Context: an optimization exercise on an open-source flow, tuned for small area, a short achievable clock period and few clock cycles per item. The choices shown serve that exercise and are no tape-out recipe.
Only simulation tests tie the RTL to the original design; equivalence was not proved.
Power figures rest on the tool's default switching activity, not on a simulated workload.

[config.mk]
export PLATFORM = sky130hd
export DESIGN_NAME = zs_conv_top
export DESIGN_NICKNAME = zs_conv_top
export VERILOG_FILES = /design/flow/design.v
export SDC_FILE = /design/flow/constraint.sdc
export NUM_CORES = 4
export LEC_CHECK = 0
export CAP_MARGIN = 20
export CORE_MARGIN = 2
export CORE_UTILIZATION = 40
export SLEW_MARGIN = 20
[constraint.sdc]
create_clock -name core_clock -period 10.0 [get_ports {clk}]
set_input_delay 2.0000 -clock core_clock [delete_from_list [all_inputs] [get_ports {clk}]]
set_output_delay 2.0000 -clock core_clock [all_outputs]
set_load 0.01 [all_outputs]
[design.v]
package zs_pkg;
    parameter int DATA_W    = 32;
    parameter int WEIGHT_W  = 4;
    parameter int NUM_MAPS  = 8;    
    parameter int CHANNEL_W = 4;
    parameter int PIXEL_W   = 3;
    parameter int LANES     = 2;
    parameter int PASSES    = NUM_MAPS / LANES;
    parameter logic [DATA_W-1:0] STOP_WORD = '1;
endpackage
`timescale 1ns/1ns
module zs_fetch #(
    parameter int N = 16,
    parameter int W = 5
) (
    input  logic [N-1:0] bits,
    output logic [W-1:0] cnt
);
    if (N == 1) begin : g_leaf
        assign cnt = W'(bits);
    end else begin : g_node
        localparam int H = N / 2;
        logic [W-1:0] lo, hi;
        zs_fetch #(.N(H),     .W(W)) u_lo (.bits(bits[H-1:0]), .cnt(lo));
        zs_fetch #(.N(N - H), .W(W)) u_hi (.bits(bits[N-1:H]), .cnt(hi));
        assign cnt = lo + hi;
    end
endmodule
`timescale 1ns/1ns
import zs_pkg::*;
module zs_pointwise_accum (
    input  logic [DATA_W-1:0]   base,
    input  logic [DATA_W-1:0]   value,
    input  logic [WEIGHT_W-1:0] weight,
    output logic [DATA_W-1:0]   sum
);
    logic one0, two0, neg0, one1, two1, neg1;
    logic [DATA_W-1:0] v2, pp0, pp1, x, s, c;
    logic [DATA_W:0]   t;
    assign one0 = weight[0];
    assign two0 = weight[1] & ~weight[0];
    assign neg0 = weight[1];
    assign one1 = weight[2] ^ weight[1];
    assign two1 = (weight[3] & ~weight[2] & ~weight[1]) | (~weight[3] & weight[2] & weight[1]);
    assign neg1 = weight[3];
    assign v2  = {value[DATA_W-2:0], 1'b0};
    assign pp0 = ({DATA_W{one0}} & value | {DATA_W{two0}} & v2) ^ {DATA_W{neg0}};
    assign pp1 = ({DATA_W{one1}} & value | {DATA_W{two1}} & v2) ^ {DATA_W{neg1}};
    assign x   = {pp1[DATA_W-3:0], neg1, neg1};
    assign s = base ^ pp0 ^ x;
    assign c = (base & pp0) | (base & x) | (pp0 & x);
    assign t   = {s, 1'b1} + {c[DATA_W-2:0], neg0, neg1};
    assign sum = t[DATA_W:1];
endmodule
`timescale 1ns/1ns
module zs_relu_writer #(
    parameter int N = 16,
    parameter int W = 4
) (
    input  logic [N-1:0] pend,
    output logic [W-1:0] idx
);
    always_comb begin
        idx = '0;
        for (int i = N - 1; i >= 0; i--) begin
            if (pend[i]) idx = W'(i);
        end
    end
endmodule
`timescale 1ns/1ns
import zs_pkg::*;
module zs_conv_top #(
    parameter int NUM_PIXELS = 8,
    parameter int IN_ADDR_W  = 12
) (
    input  logic                         clk,
    input  logic                         reset,
    input  logic                         ps_loading,
    output logic [IN_ADDR_W-1:0]         in_addr,
    input  logic [zs_pkg::DATA_W-1:0]    in_rd_value,
    input  logic [zs_pkg::DATA_W-1:0]    in_rd_position,
    output logic [zs_pkg::CHANNEL_W-1:0] weight_addr,
    input  logic [zs_pkg::DATA_W-1:0]    weight_rddata,
    output logic                         out_wr_en,
    output logic [zs_pkg::DATA_W-1:0]    out_wr_addr,
    output logic [zs_pkg::DATA_W-1:0]    out_wr_value,
    output logic [zs_pkg::DATA_W-1:0]    out_wr_position,
    output logic                         pl_need_weights,
    output logic                         pl_need_data
);
    localparam int PASS_W  = $clog2(PASSES);
    localparam int LANE_W  = $clog2(LANES);
    localparam int CELLS   = LANES * NUM_PIXELS;
    localparam int CELL_W  = LANE_W + PIXEL_W;
    localparam int OADDR_W = $clog2(NUM_MAPS * NUM_PIXELS + 1);
    localparam int CNT_W   = $clog2(CELLS + 1);
    localparam int AHEAD   = 4;
    logic                  need;       
    logic                  loading;    
    logic                  first;      
    logic                  issuing;    
    logic [PASS_W-1:0]     ipass;      
    logic [PASS_W-1:0]     wpass;      
    logic [IN_ADDR_W-1:0]  lenm1;      
    logic                  empty;      
    logic                  rd_pend;    
    logic                  rd_last;    
    logic                  s1_v, s2_v, s3_v;    
    logic                  s1_e, s2_e, s3_e;    
    logic                  s1_stop;                   
    logic [DATA_W-1:0]     v1, v2, v3;
    logic [PIXEL_W-1:0]    p1, p2;
    logic [LANES*WEIGHT_W-1:0] w3;
    logic                  t3;         
    logic [LANES-1:0][NUM_PIXELS-1:0][DATA_W-1:0] acc;
    logic [NUM_PIXELS-1:0] touched;    
    logic [CELLS-1:0]      pend;       
    logic [CELLS-1:0]      pend_n;
    logic [PIXEL_W-1:0]    rsel;       
    logic [NUM_PIXELS-1:0] rsel_oh;    
    logic [LANE_W-1:0]     wlane;      
    logic                  wrd;        
    logic                  wr_phase;
    logic                  wdone;
    logic                  wfirst;     
    logic [CNT_W-1:0]      wcnt;       
    logic [CNT_W-1:0]      pcnt;
    logic                  is_stop;
    logic                  start0, startn, more, last_iss;
    logic [CELL_W-1:0]     widx;
    logic [LANES-1:0][DATA_W-1:0] rd, base, sum;
    logic [PIXEL_W-1:0]    rsel_n;
    logic [DATA_W-1:0]     wval;
    assign pl_need_weights = need;
    assign pl_need_data    = need;
    assign is_stop  = rd_pend && first && !s1_stop && (in_rd_position == STOP_WORD);
    assign start0   = loading && !ps_loading;
    assign more     = (wpass != PASS_W'(PASSES - 1)) && !empty;
    assign wdone    = wr_phase && !wrd && (pend == '0);
    assign startn   = wr_phase && ((!wfirst && wcnt <= CNT_W'(AHEAD)) || wdone)
                   && (ipass == wpass) && more;
    assign last_iss = (in_addr == lenm1);
    always_ff @(posedge clk) begin
        if (reset) begin
            need    <= 1'b1;
            loading <= 1'b0;
            first   <= 1'b0;
            issuing <= 1'b0;
            ipass   <= '0;
            in_addr <= '0;
            rd_pend <= 1'b0;
            rd_last <= 1'b0;
            lenm1   <= '0;
            empty   <= 1'b0;
        end else begin
            rd_pend <= 1'b0;
            rd_last <= 1'b0;
            if (need && ps_loading) begin
                need    <= 1'b0;
                loading <= 1'b1;
                ipass   <= '0;
            end
            if (start0) begin
                loading <= 1'b0;
                first   <= 1'b1;
                in_addr <= IN_ADDR_W'(1);
                rd_pend <= 1'b1;
            end
            if (first) begin
                if (s1_stop) begin
                    first   <= 1'b0;
                    in_addr <= '0;
                    lenm1   <= in_addr - IN_ADDR_W'(3);
                    empty   <= (in_addr == IN_ADDR_W'(2));
                end else begin
                    in_addr <= in_addr + 1'b1;
                    rd_pend <= 1'b1;
                end
            end
            if (startn || issuing) begin
                rd_pend <= 1'b1;
                rd_last <= last_iss;
                issuing <= !last_iss;
                in_addr <= last_iss ? '0 : in_addr + 1'b1;
            end
            if (startn) begin
                ipass <= ipass + 1'b1;
            end
            if (wdone && !more) begin
                need <= 1'b1;   
            end
        end
    end
    always_ff @(posedge clk) begin
        v1          <= in_rd_value;
        p1          <= in_rd_position[PIXEL_W-1:0];
        weight_addr <= in_rd_position[8 +: CHANNEL_W];
        v2          <= v1;
        p2          <= p1;
        v3          <= v2;
        w3          <= weight_rddata[ipass*LANES*WEIGHT_W +: LANES*WEIGHT_W];
        t3          <= !s3_e && (touched[p2] || (s3_v && rsel == p2));
        if (reset) begin
            s1_v    <= 1'b0;
            s2_v    <= 1'b0;
            s3_v    <= 1'b0;
            s1_e    <= 1'b0;
            s2_e    <= 1'b0;
            s3_e    <= 1'b0;
            s1_stop <= 1'b0;
        end else begin
            s1_v    <= rd_pend && !is_stop && !(first && s1_stop);
            s1_e    <= is_stop || (rd_pend && rd_last);
            s1_stop <= is_stop;
            s2_v    <= s1_v;
            s2_e    <= s1_e;
            s3_v    <= s2_v;
            s3_e    <= s2_e;
        end
    end
    always_comb begin
        for (int l = 0; l < LANES; l++) begin
            rd[l] = '0;
            for (int p = 0; p < NUM_PIXELS; p++) begin
                rd[l] = rd[l] | (acc[l][p] & {DATA_W{rsel_oh[p]}});
            end
        end
    end
    for (genvar l = 0; l < LANES; l++) begin : g_lane
        assign base[l] = t3 ? rd[l] : '0;
        zs_pointwise_accum u_mac (
            .base   (base[l]),
            .value  (v3),
            .weight (w3[l*WEIGHT_W +: WEIGHT_W]),
            .sum    (sum[l])
        );
    end
    always_ff @(posedge clk) begin
        for (int l = 0; l < LANES; l++) begin
            for (int p = 0; p < NUM_PIXELS; p++) begin
                if (s3_v && rsel_oh[p]) acc[l][p] <= sum[l];
            end
        end
    end
    always_comb begin
        pend_n = pend;
        if (wrd) pend_n[{wlane, rsel}] = 1'b0;
    end
    zs_relu_writer #(.N(CELLS), .W(CELL_W)) u_pick (
        .pend (pend_n),
        .idx  (widx)
    );
    zs_fetch #(.N(CELLS), .W(CNT_W)) u_count (
        .bits (pend),
        .cnt  (pcnt)
    );
    assign wval   = rd[wlane];
    assign rsel_n = s2_v ? p2 : widx[PIXEL_W-1:0];
    logic                 o_stop;
    logic [PASS_W-1:0]    o_pass;
    logic [LANE_W-1:0]    o_lane;
    logic [PIXEL_W-1:0]   o_pix;
    logic [OADDR_W-1:0]   o_addr;
    always_ff @(posedge clk) begin
        rsel    <= rsel_n;
        rsel_oh <= NUM_PIXELS'(1) << rsel_n;
        wlane <= widx[PIXEL_W +: LANE_W];
        if (reset) begin
            touched   <= '0;
            pend      <= '0;
            wr_phase  <= 1'b0;
            wrd       <= 1'b0;
            wfirst    <= 1'b0;
            wcnt      <= '0;
            wpass     <= '0;
            out_wr_en <= 1'b0;
            o_addr    <= '0;
        end else begin
            if (need) o_addr <= '0;
            else      o_addr <= o_addr + OADDR_W'(out_wr_en);
            wrd       <= wr_phase && (pend_n != '0);
            wfirst    <= s3_e;
            if (wfirst)   wcnt <= pcnt;
            else if (wrd) wcnt <= wcnt - 1'b1;
            out_wr_en <= (wrd && wval != '0) || (wdone && !more);
            if (s3_v) begin
                touched[rsel] <= 1'b1;
                for (int l = 0; l < LANES; l++) pend[l*NUM_PIXELS + rsel] <= !sum[l][DATA_W-1];
            end
            if (s3_e) begin
                touched  <= '0;
                wr_phase <= 1'b1;
                wpass    <= ipass;
            end
            if (wrd)   pend     <= pend_n;
            if (wdone) wr_phase <= 1'b0;
        end
    end
    always_ff @(posedge clk) begin
        o_stop       <= !wrd;
        o_pass       <= wpass;
        o_lane       <= wlane;
        o_pix        <= rsel;
        out_wr_value <= wrd ? wval : STOP_WORD;
    end
    assign out_wr_addr     = DATA_W'(o_addr);
    assign out_wr_position = o_stop ? STOP_WORD
                           : (DATA_W'({o_pass, o_lane}) << 8) | DATA_W'(o_pix);
endmodule
[flow/run.sh]
#!/bin/bash
# The standard layout, with repair_timing aiming for more setup slack than config.mk
# may ask for. Each tool's full output stays in orfs/logs; make's own output in standard.log.
set -euo pipefail
bash standard.sh SETUP_SLACK_MARGIN=6.5 finish > standard.log 2>&1
[standard.sh]
#!/bin/bash
# synth_recipe.tcl (not shown) runs the flow's synth.tcl, then flattens the netlist and writes it again
# the make line also repeats each setting of config.mk as NAME=value (left out here)
make -C /OpenROAD-flow-scripts/flow DESIGN_CONFIG=/design/flow/config.mk WORK_HOME=/design/flow/orfs CLKGATE_MAP_FILE= SYNTH_SCRIPT=/design/flow/synth_recipe.tcl "${@:-finish}"
==> results.cfg <==
[outcome]
outcome = no timing/DRC/antenna violations

[finish]
final_util_pct = 54.2
layout.nets = 3760
mostFrequentLayoutCells = edfxtp_1 (512), a22oi_1 (222), a21oi_1 (201)
final_common_cell = edfxtp_1
register_area_sq_um = 20500
syn_to_final_growth_pct = 34.8
multi_input_area_sq_um = 17400
final_layout_size_suffix_gt1_share_pct = 28.9
fin_area_sq_um = 48600
fill_cells = 7407

[routing]
vias_per_cell = 5.89
route.detailed.drc = 0
vias = 27900
drtIter0Drc = 2639
antenna_left = 0
routed_wl_mm = 118
drt_first_pass_iters = 7
wire_per_inst_microns = 24.8

[yosys]
synth_simple_gate_area_share_pct = 9.44
synth-seq-cells = 760
synth_compound_area_share_pct = 16.3
syn_area_per_cell_sq_um = 11.6
ys_async_sr_fraction_pct = 0
synthMuxAreaShare_pct = 1.78
synth_xor_area_share_pct = 4.18
syn_area_sq_um = 36000
synthDistinctLibCells = 80
synthesis.instances = 3106
synth_top_family_by_area = compound AO/OA/AOI/OAI gates
ys_seq_area_share_pct = 56.4
yosys_warnings = 2
synth_edf_count = 512
ys.flop_type = edfxtp_1
synthAdderAreaFrac_pct = 7.29

[floorplan]
pin_count = 214
rows = 110
core_area_sq_um = 89600
die-width_microns = 304
die_h_microns = 304
initial_core_util_pct = 40.2
die_area_sq_um = 92500

[timing]
timing.final.setup_violations = 0
drv_slew = 0
min_period_over_period_pct = 44.7
setup_tns_ns = 0
setup_ws_ns = 5.53
finalCriticalPeriod_ns = 4.47
rsz0062_at_grt = yes
hold_viol_final = 0
max_freq_mhz = 224
worst_pin_slew_ns = 1.07
finClkSkew_ns = 0.0296
whs_ns = 0.323
slew_headroom_pct = 26.5

[cts]
cts_made_buffers = 81
cts-root-buf = clkbuf_16
cts_tree = done
clockBufferDepth = 3
clkSinkCount = 760
htree_levels = 3
clk_latency_ns = 0.66
cts.reportedPaths.clkPinSlew_ns = 0.06

[power]
power.density_nw_per_um2 = 197
p_leak_nw = 17.4
peakVddDrop_mv = 0.120

[grt]
grt_max_degree = 65
grt_pass1_wl_mm = 167
antenna_found_initial = 5
grtUsageTotal_pct = 23.7
grt.overflow.total = 0
grt_pass1_vias = 26600

[worst_setup_path]
cp_top_family = simple AND/OR/NAND/NOR gates
required_ns = 10.53
critical_path.endpoint = pend[14]
worst_r2r_path_depth = 18
crit_buf_inv = 4
critical_path.endpoint_type = flop
r2r_setup_slack_ns = 5.53
max_stage_delay_ns = 0.54
path_cells = buf_12 > bufbuf_16 > a22oi_1 > nand4_1 > and2_4 > fa_1 > ha_4 > nand4_1 > nor2_2 > o21ai_4 > nand3_4 > a211oi_4 > or4_4 > o211ai_4 > buf_6 > buf_6 > a21oi_2 > a211oi_1
crit_cells = 18
cp_slowest_cell = or4_4
worstReg2RegEnd = pend[14]
crit_arrival_ns = 5.00
r2r_start = rsel_oh[5]
worstPathMaxFanout = 35
crit_type = reg -> reg
start_kind = flop
crit_start = rsel_oh[5]

[placed_design]
postPlaceCellArea_sq_um = 39500
pre_cts_ws_ns = 4.01
place_hpwl_mm = 65.8
gp_congestion = 0.878
portBuffers = 188

[flow_run]
maxCapViolations = 0

[hold_path]
hold_path.class = reg -> reg
state kept, by name, summed over array words and instances (netlist names), 12 cells and up:
register,cells
pend,16
v2,32
lenm1,12
v1,32
in_addr,12
v3,32
acc,512
out_wr_value,32
cell type report:
class                           instances  area share (%)
Sequential cell                       760            42.1
Tap cell                             1176            3.03
Clock inverter                         34           0.809
Multi-Input combinational cell       1997            35.8
Inverter                              110           0.932
Antenna cell                            1         0.00515
Timing Repair Buffer                  543            12.3
Clock buffer                          118            4.94
Timing Repair inverter                  2          0.0361
how the worst min path moves through the flow:
stage | start | endpoint | slack (ns) | cells after the start
final | v2[7] | v3[7] | 0.32 | 0
after global routing | v2[2] | v3[2] | 0.33 | 0
after CTS | v2[31] | v3[31] | 0.31 | 0
after detailed placement | p1[2] | p2[2] | 0.31 | 0
after global placement | p1[1] | p2[1] | 0.31 | 0
after floorplan | p1[0] | p2[0] | 0.31 | 0
through the flow:
step	std cells	total power [mW]
5_1_grt	4740	9.88
3_3_place_gp	4265	5.47
2_1_floorplan	3130	5.02
6_report	4741	9.57
4_1_cts	4623	9.23
3_5_place_dp	4265	5.49
routing by layer:
metal / vias up / share of wire (%) / track usage (%)
met5: - / 0 / 0
met4: 0 / 4.1 / 8.64
met3: 315 / 8.6 / 4.63
met2: 1424 / 48 / 40.0
met1: 13900 / 39 / 30.4
li1: 12300 / - / -
synth_stat cells (all sizes together), types with 75 or more instances:
cell type	count	area share [%]
clkbuf	163	1.7
edfxtp	512	43
dfxtp	248	14
ha	94	3.3
o21ai	107	1.5
a21oi	250	3.5
xor2	75	1.9
nand2	187	1.9
inv	110	1.1
nor2	180	1.9
buf	107	1.7
and2	79	1.4
xnor2	95	2.3
a22oi	264	5.5
nand4	98	1.7
what timing repair did:
item | 4_1_cts | 5_1_grt
gates resized for setup | 565 | 236
pin swaps | 150 | 134
setup endpoints to repair | 604 | 503
endpoints found under the hold margin | 0 | 0
hold buffers | 0 | 0
cloned | 25 | 12
buffers inserted | 181 | 105
power breakdown:
group | internal (mW) | switching [mW] | total [mW]
registers | 3.73 | 0.0574 | 3.79
logic | 1.20 | 1.48 | 2.68
clock network | 1.84 | 1.26 | 3.10
kinds of logic after synthesis:
| group | after synthesis |
|---|---|
| AO/OA/AOI/OAI | 882 |
| flip-flops | 760 |
| AND/OR/NAND/NOR | 695 |
| buffers and inverters | 380 |
| XOR/XNOR | 170 |
| adder cells (fa/ha/maj) | 167 |
| multiplexers | 51 |
| other | 1 |
Testbench counts, summed over its fixed seeds: cycles 50,026, layers 256.

port drivers added, routing unchanged:
In the flow no input, the clock included, has a driving cell. The finished layout below was timed again as built, in two steps. Step 1 (the two cells are an assumption about what drives the block):
set clk [get_ports {clk}]
set_driving_cell -lib_cell sky130_fd_sc_hd__clkbuf_16 $clk
set_driving_cell -lib_cell sky130_fd_sc_hd__buf_2 [delete_from_list [all_inputs] $clk]
Step 2 times the ports against the registers' clock, not the clock port: input delays grow and output delays shrink by t, the midpoint of the rising clock arrivals with the driver on. a / b / c = ideal / step 1 / step 2; a / b = the first two.
shift t [ns]: 0.717
setup WS [ns]: 5.532 / 5.532 / 5.532
clock arrival spread, ns: 0.031 / 0.030
worst register clock-pin slew, ns: 0.06 / 0.06
pins driven straight from the clock port: 1
After both steps this run still meets setup and hold. The setup slack of this run moves by 0.000 ns with the drivers and by 0.000 ns with both steps.
